From an optimization exercise on the open Yosys and OpenROAD flow, aimed at small area, a short achievable clock period and few clock cycles; shortcuts taken in it are not production practice.
In this exercise RTL edits were held to simulation tests only and were not proved equivalent to the original.
Power is estimated from default activity; no workload was simulated.

## garnet
## lru_page_replacement
module lru_page_replacement #(
  parameter int FRAME_SLOTS = lru_pkg::FRAME_SLOTS_DEF
) (
  input  logic                             clk,
  input  logic                             rst_n,
  input  logic                             in_valid,
  output logic                             in_ready,
  input  logic [lru_pkg::PAGE_W-1:0]       in_page_number,
  output logic                             out_valid,
  input  logic                             out_ready,
  output logic                             out_fault,
  output logic [lru_pkg::FRAME_USED_W-1:0] out_frame_used,
  output logic                             out_evicted_valid,
  output logic [lru_pkg::PAGE_W-1:0]       out_evicted_page,
  output logic [lru_pkg::FAULT_CNT_W-1:0]  out_fault_total,
  input  logic                             cfg_psel,
  input  logic                             cfg_penable,
  input  logic                             cfg_pwrite,
  input  logic [lru_pkg::CFG_ADDR_W-1:0]   cfg_paddr,
  input  logic [lru_pkg::CFG_DATA_W-1:0]   cfg_pwdata,
  output logic [lru_pkg::CFG_DATA_W-1:0]   cfg_prdata,
  output logic                             cfg_pready
);
  localparam int N  = FRAME_SLOTS;
  localparam int PW = lru_pkg::PAGE_W;
  localparam int IDX_W = (N > 1) ? $clog2(N) : 1;
  logic [lru_pkg::FRAMES_W-1:0] frames_r;
  logic                         cfg_wr;
  logic [N-1:0]                 active;
  logic [N-1:0]                 act_nxt;
  assign cfg_pready = 1'b1;
  assign cfg_wr     = cfg_psel && cfg_penable && cfg_pwrite
                      && (cfg_paddr == lru_pkg::ADDR_FRAMES_IN_USE);
  assign cfg_prdata = (cfg_paddr == lru_pkg::ADDR_FRAMES_IN_USE)
  ...
Size: roughly 500 flip-flops, ~150 I/O pins, about 24,000 um^2 of cells after synthesis.
clock: 5.0 ns
lec_check: 0
abc_clock_period_in_ps: 2200
cap_margin: 20
core_margin: 2
core_utilization: 55
setup_slack_margin: 2.4
slew_margin: 20
buffer_ports_args: -buffer_cell sky130_fd_sc_hd__buf_4
standard.sh (not shown) runs the stock make flow with config.mk's settings and CLKGATE_MAP_FILE= SYNTH_SCRIPT=/design/flow/synth_recipe.tcl, a recipe that flattens the netlist after the stock synthesis.
==> flow/flow/run.sh <==
#!/bin/bash
# Standard layout, with the port buffers made of plain buffers (buf_4)
# instead of the delay cells buffer_ports picks by default.
set -e
echo 'export BUFFER_PORTS_ARGS = -buffer_cell sky130_fd_sc_hd__buf_4' >> config.mk
bash standard.sh > standard.log 2>&1
garnet finished all stages; the layout is clean.
Testbench counts of garnet, summed over its fixed seeds: cycles 8,848.
Here is what was changed in the inputs of indigo compared with garnet.
Settings: CTS_CLUSTER_DIAMETER newly set to 60; CTS_BUF_LIST newly set to sky130_fd_sc_hd__clkbuf_8 sky130_fd_sc_hd__clkbuf_16; SETUP_SLACK_MARGIN changed from 2.4 to 2.55; CTS_CLUSTER_SIZE newly set to 25.
--- outcome ---
[compare] base=garnet new=indigo: maximum vdd drop lower; total routed wirelength rose 2.9%; number of hold buffers added after cts stayed essentially flat.
Relative to indigo, the following input files were edited for sierra:
Settings: clearing CTS_BUF_LIST, which used to be sky130_fd_sc_hd__clkbuf_8 sky130_fd_sc_hd__clkbuf_16; swapping 2.55 for 2.5 in SETUP_SLACK_MARGIN; clearing CTS_CLUSTER_SIZE, which used to be 25; clearing CTS_CLUSTER_DIAMETER, which used to be 60.
==> comparison <==
Summary of sierra over indigo: fraction of area in clock buffers and inverters rose 1.7 points; non-filler instance count after layout fell by about 0.8%; final critical delay including setup and external delays neither gained nor lost much.
In the tables for indigo and sierra, area growth from synthesis to layout reads higher with indigo.
Total power after layout, sierra vs indigo: up by a few percent
> inputs changed (sierra -> violet)
Settings: changing CORE_UTILIZATION from 55 to 50; changing SETUP_SLACK_MARGIN from 2.5 to 2.4.
==> comparison <==
The final layout from violet, which completed every stage, passed the timing, design-rule and antenna checks at the end of the flow.
From sierra to violet the numbers moved as follows: arrival time of the worst setup path went up 0.30 ns, worst hold slack saw little to no change.
Class of the most critical setup path: flop to flop -> sierra, input pin to flop -> violet
Between sierra and violet, the flow reports number of global-route vias before repair decreasing by a few percent.
Relative to sierra, the leakage component of the power of violet is lower by 0.00039 uW.
violet against sierra: amount of wire on met3 after detailed routing now sits lower; maximum vdd ir drop now sits higher; post-route minimum period now sits higher; HPWL after detailed placement now sits higher; total instance count after detailed placement now sits higher.
Setup changes, violet to tundra
Settings: swapping 50 for 55 in CORE_UTILIZATION; putting CTS_CLUSTER_DIAMETER at 60 where nothing was set; swapping 2.4 for 2.6 in SETUP_SLACK_MARGIN; putting CTS_CLUSTER_SIZE at 25 where nothing was set; putting CTS_BUF_LIST at sky130_fd_sc_hd__clkbuf_8 sky130_fd_sc_hd__clkbuf_16 where nothing was set.
## What came out
Side by side, leakage dissipation turned out higher in tundra than in violet. | half-perimeter wire length of the detailed placement result | lower: tundra |. Final area: tundra and violet compared, lower one is violet. Re CTS buffer count: tundra is 17 down on violet. tundra does worse than violet on clock skew.
Edits applied to the flow inputs when going from tundra to lagoon:
Settings: CTS_BUF_LIST removed (was sky130_fd_sc_hd__clkbuf_8 sky130_fd_sc_hd__clkbuf_16); CTS_CLUSTER_DIAMETER removed (was 60); SETUP_SLACK_MARGIN changed from 2.6 to 2.3; BUFFER_PORTS_ARGS removed (was -buffer_cell sky130_fd_sc_hd__buf_4); CTS_CLUSTER_SIZE removed (was 25).
==> flow/run.sh (new file) <==
#!/bin/bash
# synth_recipe.tcl (not shown) runs the flow's synth.tcl, then flattens the netlist and writes it again
# the make line also repeats each setting of config.mk as NAME=value (left out here)
make -C /OpenROAD-flow-scripts/flow DESIGN_CONFIG=/design/flow/config.mk WORK_HOME=/design/flow/orfs CLKGATE_MAP_FILE= SYNTH_SCRIPT=/design/flow/synth_recipe.tcl finish
removed: flow/flow/run.sh
removed: flow/standard.sh
## What came out
Final area ends up lower on lagoon. On fmax: lagoon sits below tundra. Going from tundra to lagoon, pre-CTS worst setup slack shows a reduction of 0.47 ns; met3 wirelength from detailed routing decreased by about 5% relative to the old numbers; signed area change from the synthesized netlist to the final layout fell 3.8 points; critical path data arrival time now larger; worst setup slack decreased by 0.26 ns relative to the old numbers.

[re-timing with driven ports]
The results above use ideal ports. As a check the final layouts listed here were re-extracted and re-timed, cells and wires unchanged. Step 1: set_driving_cell puts a clkbuf_16 on clk and a buf_2 on each other input, an assumption about the parent block. Step 2 also shifts input and output timing later by t, the mid clock arrival at the registers, as if the neighbouring blocks saw the same clock. Three values: ideal, step 1, step 2; two values: the first two.
run | t (ns) | setup slack, ns | hold slack, ns | cell pins on the clock port's net
garnet | 0.663 | 2.301 / 2.330 / 1.667 | 0.457 / 0.457 / 0.457 | 1
indigo | 0.651 | 2.368 / 2.408 / 1.756 | 0.464 / 0.464 / 0.464 | 1
sierra | 0.684 | 2.370 / 2.370 / 1.733 | 0.456 / 0.456 / 0.456 | 1
violet | 0.686 | 2.244 / 2.280 / 1.594 | 0.458 / 0.458 / 0.458 | 1
tundra | 0.657 | 2.460 / 2.441 / 1.841 | 0.464 / 0.464 / 0.464 | 1
lagoon | 0.676 | 2.195 / 2.195 / 1.599 | 0.456 / 0.456 / 0.456 | 1
After both steps setup and hold are still met in every run listed. For violet, which loses most, drivers alone change the setup slack by +0.036 ns; drivers and shift together by -0.650 ns.
